Source: an optimization exercise on an open RTL-to-GDS flow (aim: small area). Production flows keep margins and buffers that such runs may drop. The RTL was checked by simulation tests, not by an equivalence proof against the original design. No activity file was given, so power comes from the tool's default toggle rates.

## design/flow/design.v

```verilog
`default_nettype none
module fft_pingpong_ctrl #(
  parameter int vector_size = 16,
  parameter int N           = 32
) (
  input  logic                              clk,
  input  logic                              rst,
  input  logic                              start,
  input  logic                              load_valid,
  input  logic [$clog2(N)-1:0]              load_addr,
  input  logic [2*vector_size-1:0]          load_data,
  input  logic                              load_last,
  input  logic [$clog2(N)-1:0]              rd_address1,
  input  logic [$clog2(N)-1:0]              rd_address2,
  output logic [2*vector_size-1:0]          samp1,
  output logic [2*vector_size-1:0]          samp2,
  input  logic                              wr_en,
  input  logic [$clog2(N)-1:0]              wr_address1,
  input  logic [$clog2(N)-1:0]              wr_address2,
  input  logic [2*vector_size-1:0]          comp1,
  input  logic [2*vector_size-1:0]          comp2,
  input  logic                              stage_done,
  input  logic [$clog2(N)-1:0]              unload_addr,
  output logic [2*vector_size-1:0]          unload_data,
  input  logic                              unload_last,
  output logic [$clog2($clog2(N)):0]        stage,
  output logic                              bank_select,
  output logic                              busy,
  output logic                              done
);
  localparam int LOG2N = $clog2(N);
  localparam int SW    = $clog2(LOG2N) + 1;
  localparam int W     = 2 * vector_size;
  localparam logic [SW-1:0] LAST_STAGE = SW'(LOG2N - 1);
  typedef enum logic [1:0] {
    S_IDLE    = 2'd0,
    S_LOAD    = 2'd1,
    S_COMPUTE = 2'd2,
    S_UNLOAD  = 2'd3
  } state_t;
  state_t          state, state_nxt;
  logic [SW-1:0]   stage_nxt;
  logic            bank_sel_nxt;
  logic            done_nxt;
  always_ff @(posedge clk) begin
    if (rst) begin
      state       <= S_IDLE;
      stage       <= '0;
      bank_select <= 1'b0;
      done        <= 1'b0;
    end else begin
      state       <= state_nxt;
      stage       <= stage_nxt;
      bank_select <= bank_sel_nxt;
      done        <= done_nxt;
    end
  end
  always_comb begin
    state_nxt    = state;
    stage_nxt    = stage;
    bank_sel_nxt = bank_select;
    done_nxt     = 1'b0;
    case (state)
      S_IDLE: begin
        if (start) begin
          state_nxt    = S_LOAD;
          stage_nxt    = '0;
          bank_sel_nxt = 1'b0;
        end
      end
      S_LOAD: begin
        if (load_valid && load_last) begin
          state_nxt    = S_COMPUTE;
          stage_nxt    = '0;
          bank_sel_nxt = 1'b1;
        end
      end
      S_COMPUTE: begin
        if (stage_done) begin
          stage_nxt    = stage + SW'(1);
          bank_sel_nxt = ~bank_select;
          if (stage == LAST_STAGE) begin
            state_nxt = S_UNLOAD;
          end
        end
      end
      S_UNLOAD: begin
        if (unload_last) begin
          state_nxt = S_IDLE;
          done_nxt  = 1'b1;
        end
      end
      default: state_nxt = S_IDLE;
    endcase
  end
  assign busy = (state != S_IDLE);
  logic             load_we;
  logic             comp_we;
  logic [LOG2N-1:0] load_waddr;
  assign load_we = !rst && (state == S_LOAD) && load_valid;
  assign comp_we = !rst && (state == S_COMPUTE) && wr_en;
  assign load_waddr = load_addr;
  logic [W-1:0] bank0 [N];
  logic [W-1:0] bank1 [N];
  always_ff @(posedge clk) begin
    if (load_we) begin
      bank0[load_waddr] <= load_data;
    end
    if (comp_we && !bank_select) begin
      bank0[wr_address1] <= comp1;
      bank0[wr_address2] <= comp2;
    end
  end
  always_ff @(posedge clk) begin
    if (comp_we && bank_select) begin
      bank1[wr_address1] <= comp1;
      bank1[wr_address2] <= comp2;
    end
  end
  logic [W-1:0] rd1_word;
  logic [W-1:0] rd2_word;
  logic [W-1:0] unl_word;
  assign rd1_word = bank_select ? bank0[rd_address1] : bank1[rd_address1];
  assign rd2_word = bank_select ? bank0[rd_address2] : bank1[rd_address2];
  assign unl_word = bank_select ? bank0[unload_addr] : bank1[unload_addr];
  always_ff @(posedge clk) begin
    if (rst) begin
      samp1       <= '0;
      samp2       <= '0;
      unload_data <= '0;
    end else begin
      if (state == S_COMPUTE) begin
        samp1 <= rd1_word;
        samp2 <= rd2_word;
      end
      if (state == S_UNLOAD) begin
        unload_data <= unl_word;
      end
    end
  end
endmodule
`default_nettype wire
```

## design/flow/run.sh

```bash
#!/bin/bash
# synth_recipe.tcl (not shown) runs the flow's synth.tcl, then flattens the netlist and writes it again
# the make line also repeats each setting of config.mk as NAME=value (left out here)
make -C /OpenROAD-flow-scripts/flow DESIGN_CONFIG=/design/flow/config.mk WORK_HOME=/design/flow/orfs CLKGATE_MAP_FILE= SYNTH_SCRIPT=/design/flow/synth_recipe.tcl finish
```

## design/flow/config.mk

```make
export PLATFORM = sky130hd
export DESIGN_NAME = fft_pingpong_ctrl
export DESIGN_NICKNAME = fft_pingpong_ctrl
export VERILOG_FILES = /design/flow/design.v
export SDC_FILE = /design/flow/constraint.sdc
export NUM_CORES = 4
export LEC_CHECK = 0
export CAP_MARGIN = 20
export CORE_MARGIN = 2
export CORE_UTILIZATION = 50
export PLACE_DENSITY = 0.6
export SLEW_MARGIN = 20
```

## design/flow/constraint.sdc

```tcl
create_clock -name core_clock -period 5.0 [get_ports {clk}]
set_input_delay 1.0000 -clock core_clock [delete_from_list [all_inputs] [get_ports {clk}]]
set_output_delay 1.0000 -clock core_clock [all_outputs]
set_load 0.01 [all_outputs]
```

==> flow_summary.toml, run 1 <==
[floorplanning]
die_y_um = 533.9
initial_core_util_pct = 50.26
rows = 194
coreArea_um2 = 279400
dieArea_um2 = 285100
die_x_um = 533.9
ios = 237

[finish]
syn_to_final_growth_pct = 12.47
fillers = 21860
drive_gt1_share_pct = 55.36
final_cells = 12590
fin_area_um2 = 157900
finalNetCount = 8786

[worst_setup_path]
crit_chain = "inv_1 > ha_4 > nand2_1 > nor3b_2 > nand3_1 > buf_4 > nor2_4 > buf_4 > mux2_2"
slowest_stage = "nand3_1"
worstPathRequired_ns = 5.66
cp.arrival_ns = 4.70
path_class = "reg2reg"
endpoint_kind = "flop"
crit_fanout = 24
cpMostUsedCell = "buf_4"
crit_family = "simple AND/OR/NAND/NOR gates"
crit_buf_inv = 3
critPathLaunchType = "flop"
cpPeakStageDelay_ns = 0.64

[clocking]
cts_max_level = 5
post_cts_buffers = 0
cts_tree = "built"
cts_buffers = 262
clk-insertion-delay-late_ns = 0.93
clkTransAtPathRegs_ns = 0.06
clockBufferDepth = 4
ctsHoldBuffers = 0
cts_resized = 0
cts_sinks = 2152
cts-root-buf = "clkbuf_16"

[placed_design]
place_area_um2 = 149700
io_buffers = 236
dp.cells = 12110
post-dp-hpwl_um = 397600
place_congestion = 0.9985

[synth]
syn_avg_cell_area_um2 = 16.05
synth_warnings = 1
synth_seq_area_share_pct = 45.28
synth_top_cell_area_share_pct = 43.80
synth_cell_types = 61
synth_edf_count = 2048
ys.flop_type = "edfxtp_1"
async_flop_share_pct = 0
synth-seq-cells = 2152
syn_area_um2 = 140400
synth_nets = 8890
synth_area_leaders = "edfxtp_1 (44%), mux4_2 (26%), mux2_2 (17%)"
synthCells = 8749
yosysTopAreaCell = "edfxtp_1"

[power]
peakVddDrop_mv = 0.2563
power_density_nw_per_um2 = 306.1
p_leak_nw = 50.87

[routing]
drc = 0
drt_pass1_iterations = 7
drtIter0Drc = 16830
via_per_inst = 7.842
vias = 98710
wirelength_um = 621100
ant_nets = 0
wire_per_inst_um = 49.35

[timing]
drv_slew = 0
period_needed_ns = 4.043
tightest_slew_ns = 1.263
rsz0062_at_grt = "false"
slew_headroom_pct = 15.79
tns_ns = 0
hold_slack_ns = 0.5079
max_freq_mhz = 247.4
fin_skew_ns = 0.03376
finalSetupViolCount = 0
hold_viol = 0
fin_crit_sh_pct = 80.85

[hold_path]
min_path_type = "reg2reg"

[global_route]
antenna_found_initial = 48
grt_pass1_vias = 95690
grt_overflow = 0
track_usage_pct = 43.14
grt_max_degree = 67
grt_pass1_wl_um = 837400

[outcome]
status = "complete, no violations"

[flow_run]
cap_violations = 0
[tightest hold or removal path, delay by kind of cell (launching register included)]
family / cells / cell delay [ns]
AOI/OAI and AO/OA: 1 / 0.05
DFF: 1 / 0.34
and+or+nand+nor: 1 / 0.07
[report_power, final]
part	leakage [nW]	internal (mW)	switching, mW
Sequential	19.2	20.2	0.354
Combinational	27.6	3.70	5.10
Clock	3.98	10.9	8.11
[layer usage]
metal / global-route usage (%) / vias to the layer above / share of wire [%]
li1: - / 36260 / -
met1: 55.09 / 52060 / 35
met2: 61.46 / 8444 / 43
met3: 18.51 / 1919 / 15
met4: 24.66 / 34 / 7.1
met5: 0 / - / 0.035
[sequential cells by signal, summed over array words and instances, names as in the netlist, 2 cells and up]
name	cells
bank0	1024
samp2	32
state	2
stage	4
bank1	1024
unload_data	32
samp1	32
[area by class of cell]
class                   count  area, µm²  area share (%)
multi-input cells        5413      73070           46.27
flip-flops and latches   2152      63580           40.26
repair buffers            807       8356           5.291
clock buffers             352       7345           4.651
well taps                3724       4659           2.951
clock inverters           107      807.0          0.5111
diodes                     23      57.56         0.03645
inverters                   9      37.54         0.02377
[Yosys cell counts, drive strengths merged, types with 7 or more instances]
cell / number
o2111ai: 11
and2: 22
nand3: 14
edfxtp: 2048
o221a: 12
o211ai: 12
mux4: 1648
inv: 9
o21a: 22
dfxtp: 104
a31oi: 32
a211oi: 64
a32oi: 8
a221oi: 39
clkbuf: 690
a22o: 11
buf: 485
o22a: 13
nor2: 193
nor2b: 21
nor3b: 16
mux2: 2098
a221o: 12
a22oi: 8
o22ai: 135
a21oi: 36
nand2: 339
nor3: 67
ha: 7
o221ai: 45
nand2b: 13
o21ai: 96
mux2i: 362
o21bai: 8
a2bb2oi: 11
[cells in the final DEF (no fill, tap or decap), types with 37 or more instances in the layout]
cell type	count
mux2i_1	362
clkdlybuf4s50_1	186
mux2_2	2090
o221ai_1	45
clkbuf_16	278
mux4_2	1644
a211oi_1	64
nand2_1	301
nor2_1	163
clkinv_2	37
clkinv_1	45
buf_4	433
clkbuf_1	63
dfxtp_1	104
edfxtp_1	2048
o22ai_1	111
buf_12	144
nor3_1	62
a221oi_1	39
o21ai_0	62
[kinds of logic after synthesis]
family / count (synthesis) / share of synthesized area [%]
simple gates: 709 / 2.195
compound gates: 589 / 2.954
buf+inv: 1184 / 3.654
flops: 2152 / 45.28
fa+ha+maj: 7 / 0.06238
mux: 4108 / 45.85
[worst paths after layout]
path / start / end / slack (ns) / depth (start not counted)
max: state[0] / bank1[27][22] / 0.96 / 9
min: stage[3] / stage[3] / 0.51 / 2
max reg2reg: state[0] / bank1[27][22] / 0.96 / 9
min reg2reg: stage[3] / stage[3] / 0.51 / 2
[stage by stage]
step | worst slack, ns | utilization (%) | total power, mW
4_1_cts | 1.109 | 56.50 | 47.98
2_1_floorplan | 0.02360 | - | 25.81
6_report | 0.9573 | 56.52 | 48.33
3_5_place_dp | 0.6028 | 53.58 | 29.39
3_3_place_gp | 0.5140 | 53.57 | 29.28
5_1_grt | 0.8403 | 56.50 | 49.21
==> inputs of run 2 (changes only) <==
--- a/design/flow/design.v
+++ b/design/flow/design.v
@@ -96,31 +96,33 @@
   assign busy = (state != S_IDLE);
-  logic             load_we;
-  logic             comp_we;
-  logic [LOG2N-1:0] load_waddr;
-  assign load_we = !rst && (state == S_LOAD) && load_valid;
-  assign comp_we = !rst && (state == S_COMPUTE) && wr_en;
-  assign load_waddr = load_addr;
-  logic [W-1:0] bank0 [N];
-  logic [W-1:0] bank1 [N];
-  always_ff @(posedge clk) begin
-    if (load_we) begin
-      bank0[load_waddr] <= load_data;
+  logic in_load, in_comp, in_unload;
+  assign in_load   = (state == S_LOAD);
+  assign in_comp   = (state == S_COMPUTE);
+  assign in_unload = (state == S_UNLOAD);
+  logic             we1, we2, swap;
+  logic [LOG2N-1:0] waddr1;
+  logic [W-1:0]     wdata1;
+  assign we1    = (in_load && load_valid) || (in_comp && wr_en);
+  assign we2    = in_comp && wr_en;
+  assign waddr1 = in_load ? load_addr : wr_address1;
+  assign wdata1 = in_load ? load_data : comp1;
+  assign swap   = (in_load && load_valid && load_last) || (in_comp && stage_done);
+  logic [W-1:0] rbank [N];
+  logic [W-1:0] wbank [N];
+  for (genvar a = 0; a < N; a++) begin : g_word
+    logic         sel1, sel2, wsel;
+    logic [W-1:0] wword, tword;
+    assign sel2  = we2 && (wr_address2 == LOG2N'(a));
+    assign sel1  = we1 && (waddr1 == LOG2N'(a));
+    assign wsel  = sel1 || sel2;
+    assign wword = sel2 ? comp2 : wdata1;
+    assign tword = ({W{wsel}} & wword) | ({W{!wsel}} & wbank[a]);
+    always_ff @(posedge clk) begin
+      if (swap) rbank[a] <= tword;
     end
-    if (comp_we && !bank_select) begin
-      bank0[wr_address1] <= comp1;
-      bank0[wr_address2] <= comp2;
+    always_ff @(posedge clk) begin
+      wbank[a] <= ({W{swap}} & rbank[a]) | ({W{!swap}} & tword);
     end
   end
-  always_ff @(posedge clk) begin
-    if (comp_we && bank_select) begin
-      bank1[wr_address1] <= comp1;
-      bank1[wr_address2] <= comp2;
-    end
-  end
-  logic [W-1:0] rd1_word;
-  logic [W-1:0] rd2_word;
-  logic [W-1:0] unl_word;
-  assign rd1_word = bank_select ? bank0[rd_address1] : bank1[rd_address1];
-  assign rd2_word = bank_select ? bank0[rd_address2] : bank1[rd_address2];
-  assign unl_word = bank_select ? bank0[unload_addr] : bank1[unload_addr];
+  logic [LOG2N-1:0] raddr1;
+  assign raddr1 = in_unload ? unload_addr : rd_address1;
   always_ff @(posedge clk) begin
@@ -131,8 +133,8 @@
     end else begin
-      if (state == S_COMPUTE) begin
-        samp1 <= rd1_word;
-        samp2 <= rd2_word;
+      if (in_comp) begin
+        samp1 <= rbank[raddr1];
+        samp2 <= rbank[rd_address2];
       end
-      if (state == S_UNLOAD) begin
-        unload_data <= unl_word;
+      if (in_unload) begin
+        unload_data <= rbank[raddr1];
       end
==> flow_summary.toml, run 2 <==
[timing]
period_needed_ns = 4.640
layout_setup_ws_ns = 0.3599
drv_slew = 0
max_freq_mhz = 215.5
fin_crit_sh_pct = 92.80
hold_viol = 0
tightest_slew_ns = 1.339
finalSetupViolCount = 0
hold_slack_ns = 0.4711
slew_headroom_pct = 10.76
rsz0062_at_grt = "false"
fin_skew_ns = 0.07051

[clocking]
ctsHoldBuffers = 0
clockBufferDepth = 3
cts_resized = 0
clk-insertion-delay-late_ns = 0.95
cts_buffers = 227
clkTransAtPathRegs_ns = 0.07
cts_sinks = 2152
post_cts_buffers = 0
cts_max_level = 4
cts-root-buf = "clkbuf_16"
cts_tree = "built"

[synth]
synth_most_common_cell = "nand2_1"
synth_nets = 9538
synth-seq-cells = 2152
synthCells = 9397
ys_top_cells_by_count = "nand2_1 (1351), dfxtp_1 (1128), o21ai_0 (1088)"
synth_warnings = 3
synth_top_cell_area_share_pct = 29.96
synth_edf_count = 1024
syn_area_um2 = 102600
async_flop_share_pct = 0
yosysTopAreaCell = "edfxtp_1"
synth_cell_types = 87
synth_area_leaders = "edfxtp_1 (30%), dfxtp_1 (22%), mux2_2 (12%)"
synth_seq_area_share_pct = 51.96
ys.flop_type = "dfxtp_1"
syn_avg_cell_area_um2 = 10.92

[finish]
final_cell_mix = "nand2_1 (1343), dfxtp_1 (1128), o21ai_0 (1088), mux2_2 (1058), mux2i_1 (1027)"
top_regs = "rbank: 1024 flops, wbank: 1024 flops"
regArea_um2 = 53330
fillers = 17070
drive_gt1_share_pct = 21.44
layout_commonest_cell = "nand2_1"
final_cells = 12390
multi_input_area_um2 = 46840
syn_to_final_growth_pct = 15.84
finalNetCount = 9591

[routing]
via_per_inst = 7.450
ant_nets = 0
wirelength_um = 553400
drtIter0Drc = 16820
drt_pass1_iterations = 17
vias = 92300
drc = 0
wire_per_inst_um = 44.67

[placed_design]
post-place-ws_ns = 0.06401
post-dp-hpwl_um = 337900
place_congestion = 1.040
io_buffers = 236
dp.cells = 11910

[global_route]
antenna_found_initial = 40
grt_pass1_vias = 84150
grt_overflow = 0
grt_max_degree = 134
track_usage_pct = 51.17
grt_pass1_wl_um = 734300

[floorplanning]
coreArea_um2 = 204400
die_y_um = 457.1
initial_core_util_pct = 50.22
die_x_um = 457.1
ios = 237
dieArea_um2 = 208900
rows = 166

[worst_setup_path]
crit_fanout = 76
endpoint_kind = "flop"
worstPathRequired_ns = 5.79
cp.arrival_ns = 5.43
path_class = "reg2reg"
critPathLaunchType = "flop"
rrSetupSlack_ns = 0.36

[power]
total_power_mw = 68.83
peakVddDrop_mv = 0.7175
power_density_nw_per_um2 = 578.9
p_leak_nw = 46.02

[flow_run]
cap_violations = 0

[outcome]
status = "complete, no violations"

[hold_path]
min_path_type = "reg2reg"
-- run 2: cell types whose count changed after synthesis, sizes merged, moves of 752 or more --
cell and change:
dfxtp +1024, edfxtp -1024, mux2 -1039, mux4 -1648, nand2 +1012, o21ai +993
a22oi +752
-- run 2: stage by stage --
| stage | utilization [%] | cell area (µm²) | TNS, ns |
|---|---|---|---|
| after detailed placement | 54.45 | 111300 | 0 |
| after global placement | 54.44 | 111300 | -1.346 |
| final | 58.18 | 118900 | 0 |
| after CTS | 58.12 | 118800 | 0 |
| after global routing | 58.12 | 118800 | 0 |
| after floorplan | - | 102700 | - |
-- run 2: power by group --
part / internal [mW] / switching (mW) / leakage [nW] / total [mW]
Sequential: 27.0 / 4.32 / 18.9 / 31.4
Clock: 9.60 / 7.77 / 3.66 / 17.4
Combinational: 8.64 / 11.4 / 23.5 / 20.1
-- run 2: cells by family (layout without fill, tap and decap cells) --
group,after synthesis,in the layout,share of synthesized area (%)
buffers and inverters,907,1163,3.490
other,0,48,0
AO/OA/AOI/OAI,2380,2380,14.97
adder cells (fa/ha/maj),7,7,0.08532
multiplexers,2087,2087,21.65
AND/OR/NAND/NOR,1864,1864,7.855
flip-flops,2152,2152,51.96
-- run 2: metal layers --
layer	routed length (µm)	GRT usage, %
met1	195400	63.49
met2	220500	70.59
met4	57140	40.63
met3	79850	19.77
met5	438	0.6889
-- run 2: cell type report --
class | count | share of cell area [%]
Multi-Input combinational cell | 6338 | 39.40
Tap cell | 2688 | 2.829
Clock inverter | 102 | 0.8839
Clock buffer | 330 | 5.417
Antenna cell | 48 | 0.1010
Inverter | 22 | 0.07471
Timing Repair Buffer | 709 | 6.442
Sequential cell | 2152 | 44.85
-- run 2: worst max-delay path, stage by stage (launching register included) --
cell     delay (ns)
dfxtp_1        0.44
ha_4           0.73
or3b_2         0.47
nand2_2        0.42
buf_4          0.41
a22oi_1        0.23
o22ai_1        0.13
a221o_1        0.30
nor4_1         0.87
buf_4          0.25
o32ai_1        0.08
-- run 2: worst paths after layout --
path	from	to	cells after the start
setup / recovery	state[0]	unload_data[0]	10
hold / removal	unload_data[2]	unload_data[2]	2
setup reg to reg	state[0]	unload_data[0]	10
hold reg to reg	unload_data[2]	unload_data[2]	2

==> what the ideal ports hide <==
The results above use ideal ports. As a check the final layouts listed here were re-extracted and re-timed, cells and wires unchanged.
Step 1 sets driving cells, clkbuf_16 on the clock port and buf_2 on the other inputs (assumed; they add their load-dependent delay and slew).
Step 2 moves the port delays by t, midway between the first and last clock arrival at a register: inputs arrive t later, outputs are due t later. That takes back most of the time a late clock gives input paths.
Slacks: no drivers / after step 1 / after step 2; pairs: no drivers / after step 1.
run	shift t [ns]	setup WS [ns]	worst setup path after step 2	clock arrival spread, ns	worst slew at a driven data input, ns
run 1	1.009	0.957 / 0.957 / 0.382	input to register	0.042 / 0.042	0.20
run 2	1.017	0.360 / 0.360 / -0.297	input to register	0.072 / 0.072	0.12
With both steps, setup timing fails in run 2, where it was met with ideal ports. For run 2, which loses most, drivers alone change the setup slack by 0.000 ns; drivers and shift together by -0.657 ns.
